From an optimization exercise on the open Yosys and OpenROAD flow, aimed at small area, a short achievable clock period and few clock cycles per item; shortcuts taken in it are not production practice.
Where RTL was checked, it was by simulation tests only, not by an equivalence proof against the original.
Power and IR drop assume default switching activity.

==> inputs of pepper <==
==> flow/design.v <==
`default_nettype none
module byte_stream_find_replace #(
  parameter int MAX_PATTERN     = 16,
  parameter int MAX_REPLACEMENT = 16
) (
  input  wire logic        clk,
  input  wire logic        rst_n,
  input  wire logic        cfg_we,
  input  wire logic [2:0]  cfg_index,
  input  wire logic [63:0] cfg_wdata,
  input  wire logic        in_tvalid,
  output logic             in_tready,
  input  wire logic [7:0]  in_tdata,
  input  wire logic        in_tlast,
  output logic             out_tvalid,
  input  wire logic        out_tready,
  output logic [7:0]       out_tdata,
  output logic             out_tuser,
  output logic             out_tlast
);
  localparam int DEPTH = 16;
  localparam int AW    = 4;
  logic         pzero_r;
  logic [3:0]   pm1_r;
  logic         rzero_r;
  logic [3:0]   rm1_r;
  logic [127:0] pat_r;
  logic [127:0] rep_r;
  logic [4:0]   wlen;
  logic         plen_we;
  logic         plen_clr_r;      
  assign wlen    = (cfg_wdata[4] && (cfg_wdata[3:0] != 4'd0)) ? 5'd16 : cfg_wdata[4:0];
  assign plen_we = cfg_we && (cfg_index == 3'd0);
  always_ff @(posedge clk) begin
    if (!rst_n) begin
      pzero_r <= 1'b1;
      pm1_r   <= '0;
      rzero_r <= 1'b1;
      rm1_r   <= '0;
      pat_r   <= '0;
      rep_r   <= '0;
    end else if (cfg_we) begin
      case (cfg_index)
        3'd0: begin pzero_r <= (wlen == 5'd0); pm1_r <= 4'(wlen - 5'd1); end
        3'd1: pat_r[63:0]   <= cfg_wdata;
        3'd2: pat_r[127:64] <= cfg_wdata;
        3'd3: begin rzero_r <= (wlen == 5'd0); rm1_r <= 4'(wlen - 5'd1); end
        3'd4: rep_r[63:0]   <= cfg_wdata;
        3'd5: rep_r[127:64] <= cfg_wdata;
        default: ;
      endcase
    end
  end
  logic        rdy_r;           
  logic        nrdy_r;          
  logic        rdy;
  logic        v1_r;
  logic [7:0]  b1_r;
  logic        l1_r;
  logic [15:0] eq_in;
  logic        v1_nxt;
  always_comb begin
    for (int k = 0; k < 16; k++) begin
      eq_in[k] = (in_tdata == pat_r[8*k +: 8]);
    end
  end
  logic [15:0] pm_oh;
  logic [15:0] rm_oh;
  always_comb begin
    for (int k = 0; k < 16; k++) begin
      pm_oh[k] = !pzero_r && (pm1_r == 4'(k));
      rm_oh[k] = (rm1_r == 4'(k));
    end
  end
  assign in_tready = rdy_r;
  assign rdy       = !nrdy_r;
  assign v1_nxt    = rdy ? in_tvalid : v1_r;
  always_ff @(posedge clk) begin
    if (!rst_n) begin
      v1_r <= 1'b0;
    end else begin
      v1_r <= v1_nxt;
    end
  end
  logic [9:0]    mem_r [DEPTH];    
  logic [AW:0]   wr_ptr_r;
  logic [AW:0]   c_ptr_r;
  logic [AW:0]   rd_ptr_r;
  logic [AW:0]   wr_nxt;
  logic [AW:0]   c_nxt;
  logic [3:0]    w_r;
  logic [3:0]    w_nxt;
  logic [15:0]   dn_r;            
  logic [15:0]   d_base;          
  logic [15:0]   d_in;
  logic          m_r;             
  logic          full_r;          
  logic          go;
  logic          match;
  logic          commit_all;
  logic          wr_rep;
  logic          nf_nxt;
  assign go         = v1_r && rdy;
  assign match      = m_r;
  assign commit_all = l1_r || pzero_r;
  assign wr_rep     = !rzero_r || l1_r;
  assign d_in       = {d_base[14:0], 1'b1} & eq_in;
  logic eqp_in;
  logic pfx_base;
  assign eqp_in   = |(eq_in & pm_oh);
  assign pfx_base = |({d_base[14:0], 1'b1} & pm_oh);
  always_ff @(posedge clk) begin
    if (rdy) begin
      m_r   <= eqp_in && pfx_base;
      b1_r  <= in_tdata;
      l1_r  <= in_tlast;
    end
  end
  always_comb begin
    wr_nxt = wr_ptr_r;
    c_nxt  = c_ptr_r;
    w_nxt  = w_r;
    d_base = dn_r;
    if (plen_clr_r) begin
      wr_nxt = c_ptr_r;
      w_nxt  = '0;
      d_base = '0;
    end else if (go) begin
      if (match) begin
        c_nxt  = c_ptr_r + (wr_rep ? 1'b1 : 1'b0);
        wr_nxt = c_ptr_r + (wr_rep ? 1'b1 : 1'b0);
        w_nxt  = '0;
        d_base = '0;
      end else if (commit_all) begin
        c_nxt  = wr_ptr_r + 1'b1;
        wr_nxt = wr_ptr_r + 1'b1;
        w_nxt  = '0;
        d_base = '0;
      end else if (full_r) begin
        c_nxt  = c_ptr_r + 1'b1;
        wr_nxt = wr_ptr_r + 1'b1;
      end else begin
        wr_nxt = wr_ptr_r + 1'b1;
        w_nxt  = w_r + 1'b1;
      end
    end
  end
  assign nf_nxt = !((wr_nxt[AW-1:0] == rd_ptr_r[AW-1:0]) && (wr_nxt[AW] != rd_ptr_r[AW]));
  always_ff @(posedge clk) begin
    if (!rst_n) begin
      rdy_r    <= 1'b1;
      nrdy_r   <= 1'b0;
      plen_clr_r <= 1'b0;
      wr_ptr_r <= '0;
      c_ptr_r  <= '0;
      w_r      <= '0;
      dn_r     <= '0;
      full_r   <= 1'b0;
    end else begin
      rdy_r    <= !v1_nxt || nf_nxt;
      nrdy_r   <= v1_nxt && !nf_nxt;
      plen_clr_r <= plen_we;
      wr_ptr_r <= wr_nxt;
      c_ptr_r  <= c_nxt;
      w_r      <= w_nxt;
      dn_r     <= (rdy && in_tvalid) ? d_in : d_base;
      full_r   <= (w_nxt == pm1_r);
    end
  end
  always_ff @(posedge clk) begin
    for (int i = 0; i < DEPTH; i++) begin
      if (go && (match ? (wr_rep && (c_ptr_r[AW-1:0] == AW'(i)))
                       : (wr_ptr_r[AW-1:0] == AW'(i)))) begin
        mem_r[i] <= {match, l1_r, b1_r};
      end
    end
  end
  logic [9:0]  head;
  logic [7:0]  repb;
  logic        h_valid;
  logic        h_rep;
  logic        load;
  logic        step;
  logic        fin;
  logic [15:0] rd_oh_r;
  logic [15:0] ix_oh_r;
  logic [15:0] ix_oh_nxt;
  logic        idxl_r;             
  logic        ovalid_r;
  logic [7:0]  odata_r;
  logic        ouser_r;
  logic        olast_r;
  always_comb begin
    head = '0;
    repb = '0;
    for (int i = 0; i < DEPTH; i++) begin
      head = head | (mem_r[i] & {10{rd_oh_r[i]}});
      repb = repb | (rep_r[8*i +: 8] & {8{ix_oh_r[i]}});
    end
  end
  assign h_rep     = head[9];
  assign h_valid   = (rd_ptr_r != c_ptr_r);
  assign load      = !ovalid_r || out_tready;
  assign step      = load && h_valid;
  assign fin       = !h_rep || rzero_r || idxl_r;
  assign ix_oh_nxt = !step ? ix_oh_r : (fin ? 16'd1 : {ix_oh_r[14:0], 1'b0});
  always_ff @(posedge clk) begin
    if (!rst_n) begin
      ovalid_r <= 1'b0;
      rd_ptr_r <= '0;
      rd_oh_r  <= 16'd1;
      ix_oh_r  <= 16'd1;
      idxl_r   <= 1'b0;
    end else begin
      if (load) begin
        ovalid_r <= h_valid;
      end
      if (step && fin) begin
        rd_ptr_r <= rd_ptr_r + 1'b1;
        rd_oh_r  <= {rd_oh_r[14:0], rd_oh_r[15]};
      end
      ix_oh_r <= ix_oh_nxt;
      idxl_r  <= |(ix_oh_nxt & rm_oh);
    end
  end
  always_ff @(posedge clk) begin
    if (step) begin
      odata_r <= !h_rep ? head[7:0] : (rzero_r ? 8'd0 : repb);
      ouser_r <= !(h_rep && rzero_r);
      olast_r <= head[8] && fin;
    end
  end
  assign out_tvalid = ovalid_r;
  assign out_tdata  = odata_r;
  assign out_tuser  = ouser_r;
  assign out_tlast  = olast_r;
endmodule
`default_nettype wire
==> flow/flow/run.sh <==
#!/bin/bash
# Standard layout, with three changes: the clock tree uses no dummy loads,
# clusters of up to 24 sinks within 80 um per leaf buffer, and ports are
# buffered with buf_2 cells. The make output goes to make.log here; each
# ORFS step keeps its own log under orfs/logs.
set -euo pipefail
export CTS_ARGS="-sink_clustering_enable -repair_clock_nets -dont_use_dummy_load -sink_clustering_size 24 -sink_clustering_max_diameter 80"
export BUFFER_PORTS_ARGS="-buffer_cell sky130_fd_sc_hd__buf_2"
bash standard.sh finish > make.log 2>&1
==> flow/standard.sh <==
#!/bin/bash
# synth_recipe.tcl (not shown) runs the flow's synth.tcl, then flattens the netlist and writes it again
# the make line also repeats each setting of config.mk as NAME=value (left out here)
make -C /OpenROAD-flow-scripts/flow DESIGN_CONFIG=/design/flow/config.mk WORK_HOME=/design/flow/orfs CLKGATE_MAP_FILE= SYNTH_SCRIPT=/design/flow/synth_recipe.tcl "${@:-finish}"
==> flow/config.mk <==
export PLATFORM = sky130hd
export DESIGN_NAME = byte_stream_find_replace
export DESIGN_NICKNAME = byte_stream_find_replace
export VERILOG_FILES = /design/flow/design.v
export SDC_FILE = /design/flow/constraint.sdc
export NUM_CORES = 4
export LEC_CHECK = 0
export CAP_MARGIN = 20
export CORE_MARGIN = 2
export CORE_UTILIZATION = 70
export SETUP_SLACK_MARGIN = 4.0
export SLEW_MARGIN = 20
==> flow/constraint.sdc <==
create_clock -name core_clock -period 6.5 [get_ports {clk}]
set_input_delay 1.3000 -clock core_clock [delete_from_list [all_inputs] [get_ports {clk}]]
set_output_delay 1.3000 -clock core_clock [all_outputs]
set_load 0.01 [all_outputs]
==> inputs of violet, as changes to pepper <==
==> flow/design.v, changed modules only <==
module byte_stream_find_replace #(
  parameter int MAX_PATTERN     = 16,
  parameter int MAX_REPLACEMENT = 16
) (
  input  wire logic        clk,
  input  wire logic        rst_n,
  input  wire logic        cfg_we,
  input  wire logic [2:0]  cfg_index,
  input  wire logic [63:0] cfg_wdata,
  input  wire logic        in_tvalid,
  output logic             in_tready,
  input  wire logic [7:0]  in_tdata,
  input  wire logic        in_tlast,
  output logic             out_tvalid,
  input  wire logic        out_tready,
  output logic [7:0]       out_tdata,
  output logic             out_tuser,
  output logic             out_tlast
);
  localparam int DEPTH = 16;
  localparam int AW    = 4;
  logic         pzero_r;
  logic [3:0]   pm1_r;
  logic         rzero_r;
  logic [3:0]   rm1_r;
  logic [127:0] pat_r;
  logic [127:0] rep_r;
  logic [4:0]   wlen;
  logic         plen_we;
  assign wlen    = (cfg_wdata[4] && (cfg_wdata[3:0] != 4'd0)) ? 5'd16 : cfg_wdata[4:0];
  assign plen_we = cfg_we && (cfg_index == 3'd0);
  always_ff @(posedge clk) begin
    if (!rst_n) begin
      pzero_r <= 1'b1;
      pm1_r   <= '0;
      rzero_r <= 1'b1;
      rm1_r   <= '0;
      pat_r   <= '0;
      rep_r   <= '0;
    end else if (cfg_we) begin
      case (cfg_index)
        3'd0: begin pzero_r <= (wlen == 5'd0); pm1_r <= 4'(wlen - 5'd1); end
        3'd1: pat_r[63:0]   <= cfg_wdata;
        3'd2: pat_r[127:64] <= cfg_wdata;
        3'd3: begin rzero_r <= (wlen == 5'd0); rm1_r <= 4'(wlen - 5'd1); end
        3'd4: rep_r[63:0]   <= cfg_wdata;
        3'd5: rep_r[127:64] <= cfg_wdata;
        default: ;
      endcase
    end
  end
  logic        rdy_r;
  logic        v1_r;
  logic [7:0]  b1_r;
  logic        l1_r;
  logic [15:0] eq1_r;
  logic        eqp_r;
  logic [15:0] eq_in;
  logic        v1_nxt;
  always_comb begin
    for (int k = 0; k < 16; k++) begin
      eq_in[k] = (in_tdata == pat_r[8*k +: 8]);
    end
  end
  assign in_tready = rdy_r;
  assign v1_nxt    = rdy_r ? in_tvalid : v1_r;
  always_ff @(posedge clk) begin
    if (!rst_n) begin
      v1_r <= 1'b0;
    end else begin
      v1_r <= v1_nxt;
    end
  end
  always_ff @(posedge clk) begin
    if (rdy_r) begin
      b1_r  <= in_tdata;
      l1_r  <= in_tlast;
      eq1_r <= eq_in;
      eqp_r <= eq_in[pm1_r];
    end
  end
  logic [9:0]    mem_r [DEPTH];    
  logic [AW:0]   wr_ptr_r;
  logic [AW:0]   c_ptr_r;
  logic [AW:0]   rd_ptr_r;
  logic [AW:0]   wr_nxt;
  logic [AW:0]   c_nxt;
  logic [3:0]    w_r;
  logic [3:0]    w_nxt;
  logic [15:0]   d_r;
  logic [15:0]   d_new;
  logic [15:0]   d_nxt;
  logic          pfx_r;           
  logic          full_r;          
  logic          go;
  logic          match;
  logic          commit_all;
  logic          wr_rep;
  logic          nf_nxt;
  assign go         = v1_r && rdy_r;
  assign match      = pfx_r && eqp_r;
  assign commit_all = l1_r || pzero_r;
  assign wr_rep     = !rzero_r || l1_r;
  assign d_new      = {d_r[14:0], 1'b1} & eq1_r;
  always_comb begin
    wr_nxt = wr_ptr_r;
    c_nxt  = c_ptr_r;
    w_nxt  = w_r;
    d_nxt  = d_r;
    if (plen_we) begin
      wr_nxt = c_ptr_r;
      w_nxt  = '0;
      d_nxt  = '0;
    end else if (go) begin
      if (match) begin
        c_nxt  = c_ptr_r + (wr_rep ? 1'b1 : 1'b0);
        wr_nxt = c_ptr_r + (wr_rep ? 1'b1 : 1'b0);
        w_nxt  = '0;
        d_nxt  = '0;
      end else if (commit_all) begin
        c_nxt  = wr_ptr_r + 1'b1;
        wr_nxt = wr_ptr_r + 1'b1;
        w_nxt  = '0;
        d_nxt  = '0;
      end else if (full_r) begin
        c_nxt  = c_ptr_r + 1'b1;
        wr_nxt = wr_ptr_r + 1'b1;
        d_nxt  = d_new;
      end else begin
        wr_nxt = wr_ptr_r + 1'b1;
        w_nxt  = w_r + 1'b1;
        d_nxt  = d_new;
      end
    end
  end
  assign nf_nxt = !((wr_nxt[AW-1:0] == rd_ptr_r[AW-1:0]) && (wr_nxt[AW] != rd_ptr_r[AW]));
  always_ff @(posedge clk) begin
    if (!rst_n) begin
      rdy_r    <= 1'b1;
      wr_ptr_r <= '0;
      c_ptr_r  <= '0;
      w_r      <= '0;
      d_r      <= '0;
      pfx_r    <= 1'b0;
      full_r   <= 1'b0;
    end else begin
      rdy_r    <= !v1_nxt || nf_nxt;
      wr_ptr_r <= wr_nxt;
      c_ptr_r  <= c_nxt;
      w_r      <= w_nxt;
      d_r      <= d_nxt;
      pfx_r    <= !pzero_r && ((pm1_r == 4'd0) || d_nxt[4'(pm1_r - 4'd1)]);
      full_r   <= (w_nxt == pm1_r);
    end
  end
  always_ff @(posedge clk) begin
    for (int i = 0; i < DEPTH; i++) begin
      if (go && (match ? (wr_rep && (c_ptr_r[AW-1:0] == AW'(i)))
                       : (wr_ptr_r[AW-1:0] == AW'(i)))) begin
        mem_r[i] <= {match, l1_r, b1_r};
      end
    end
  end
  logic [9:0] head;
  logic       h_valid;
  logic       h_rep;
  logic       load;
  logic       fin;
  logic [3:0] idx_r;
  logic [3:0] idx_nxt;
  logic       idxl_r;             
  logic       ovalid_r;
  logic [7:0] odata_r;
  logic       ouser_r;
  logic       olast_r;
  assign head    = mem_r[rd_ptr_r[AW-1:0]];
  assign h_rep   = head[9];
  assign h_valid = (rd_ptr_r != c_ptr_r);
  assign load    = !ovalid_r || out_tready;
  assign fin     = !h_rep || rzero_r || idxl_r;
  assign idx_nxt = (load && h_valid) ? (fin ? 4'd0 : idx_r + 4'd1) : idx_r;
  always_ff @(posedge clk) begin
    if (!rst_n) begin
      ovalid_r <= 1'b0;
      rd_ptr_r <= '0;
      idx_r    <= '0;
      idxl_r   <= 1'b0;
    end else begin
      if (load) begin
        ovalid_r <= h_valid;
        if (h_valid && fin) begin
          rd_ptr_r <= rd_ptr_r + 1'b1;
        end
      end
      idx_r  <= idx_nxt;
      idxl_r <= (idx_nxt == rm1_r);
    end
  end
  always_ff @(posedge clk) begin
    if (load && h_valid) begin
      odata_r <= !h_rep ? head[7:0] : (rzero_r ? 8'd0 : rep_r[8*idx_r +: 8]);
      ouser_r <= !(h_rep && rzero_r);
      olast_r <= head[8] && fin;
    end
  end
  assign out_tvalid = ovalid_r;
  assign out_tdata  = odata_r;
  assign out_tuser  = ouser_r;
  assign out_tlast  = olast_r;
endmodule
==> flow/run.sh (new file) <==
#!/bin/bash
# synth_recipe.tcl (not shown) runs the flow's synth.tcl, then flattens the netlist and writes it again
# the make line also repeats each setting of config.mk as NAME=value (left out here)
make -C /OpenROAD-flow-scripts/flow DESIGN_CONFIG=/design/flow/config.mk WORK_HOME=/design/flow/orfs CLKGATE_MAP_FILE= SYNTH_SCRIPT=/design/flow/synth_recipe.tcl finish
--- a/flow/config.mk
+++ b/flow/config.mk
@@ -7,6 +7,6 @@
 export LEC_CHECK = 0
 export CAP_MARGIN = 20
 export CORE_MARGIN = 2
-export CORE_UTILIZATION = 70
-export SETUP_SLACK_MARGIN = 4.0
+export CORE_UTILIZATION = 60
+export SETUP_SLACK_MARGIN = 4.5
 export SLEW_MARGIN = 20
removed: flow/flow/run.sh
removed: flow/standard.sh
==> notes <==
- Against pepper, the synthesized area of violet is higher by 1.5%.
- Worst setup slack: pepper is better than violet (0.62 ns).
- Between violet and pepper, the lower synthesized cell count is in violet (gap about 2.7%, measured against pepper).
- In pepper the global-route usage is lower than in violet, by 3.5 points.
==> figures <==
Status: violet complete, no violations; pepper complete, no violations
Library cells used by synthesis: violet 96; pepper 68
CLK BUF: violet 84; pepper 26
Crit path time final: violet 3.029 ns; pepper 2.414 ns
Data-path buffer share of cell area in the final layout: violet 14.13%; pepper 3.491%
DP Cell Count: violet 2683; pepper 2689
Total combinational power: violet 1.92 mW; pepper 802 uW
DR WL met2: violet 44.77 mm; pepper 30.06 mm
Gate count of the mapped netlist: violet 2271; pepper 2335
Die area: violet 0.03893 mm^2; pepper 0.03299 mm^2
Testbench counts of pepper, summed over its fixed seeds: cycles 95,180, items 28,800.
No functional check of the RTL was part of violet.

==> separate check: timing with driven ports <==
The flow's constraints put no driver on any port. The routed layouts listed below were extracted and timed again, unchanged, in two steps.
Step 1 assumes that a clkbuf_16 drives the clock port and a buf_2 every other input.
Step 2 moves the port delays by t, midway between the first and last clock arrival at a register: inputs arrive t later, outputs are due t later. That takes back most of the time a late clock gives input paths.
Slacks: ideal ports / drivers / drivers and shift; pairs: ideal ports / drivers.
run	t, ns	setup slack, ns	worst hold slack (ns)	worst register clock-pin slew, ns
pepper	0.617	4.086 / 4.053 / 3.476	0.458 / 0.458 / 0.458	0.10 / 0.10
violet	0.711	3.471 / 3.471 / 3.198	0.478 / 0.478 / 0.478	0.07 / 0.07
After both steps every run listed still meets setup and hold. For pepper, which loses most, drivers alone change the setup slack by -0.033 ns; drivers and shift together by -0.610 ns.
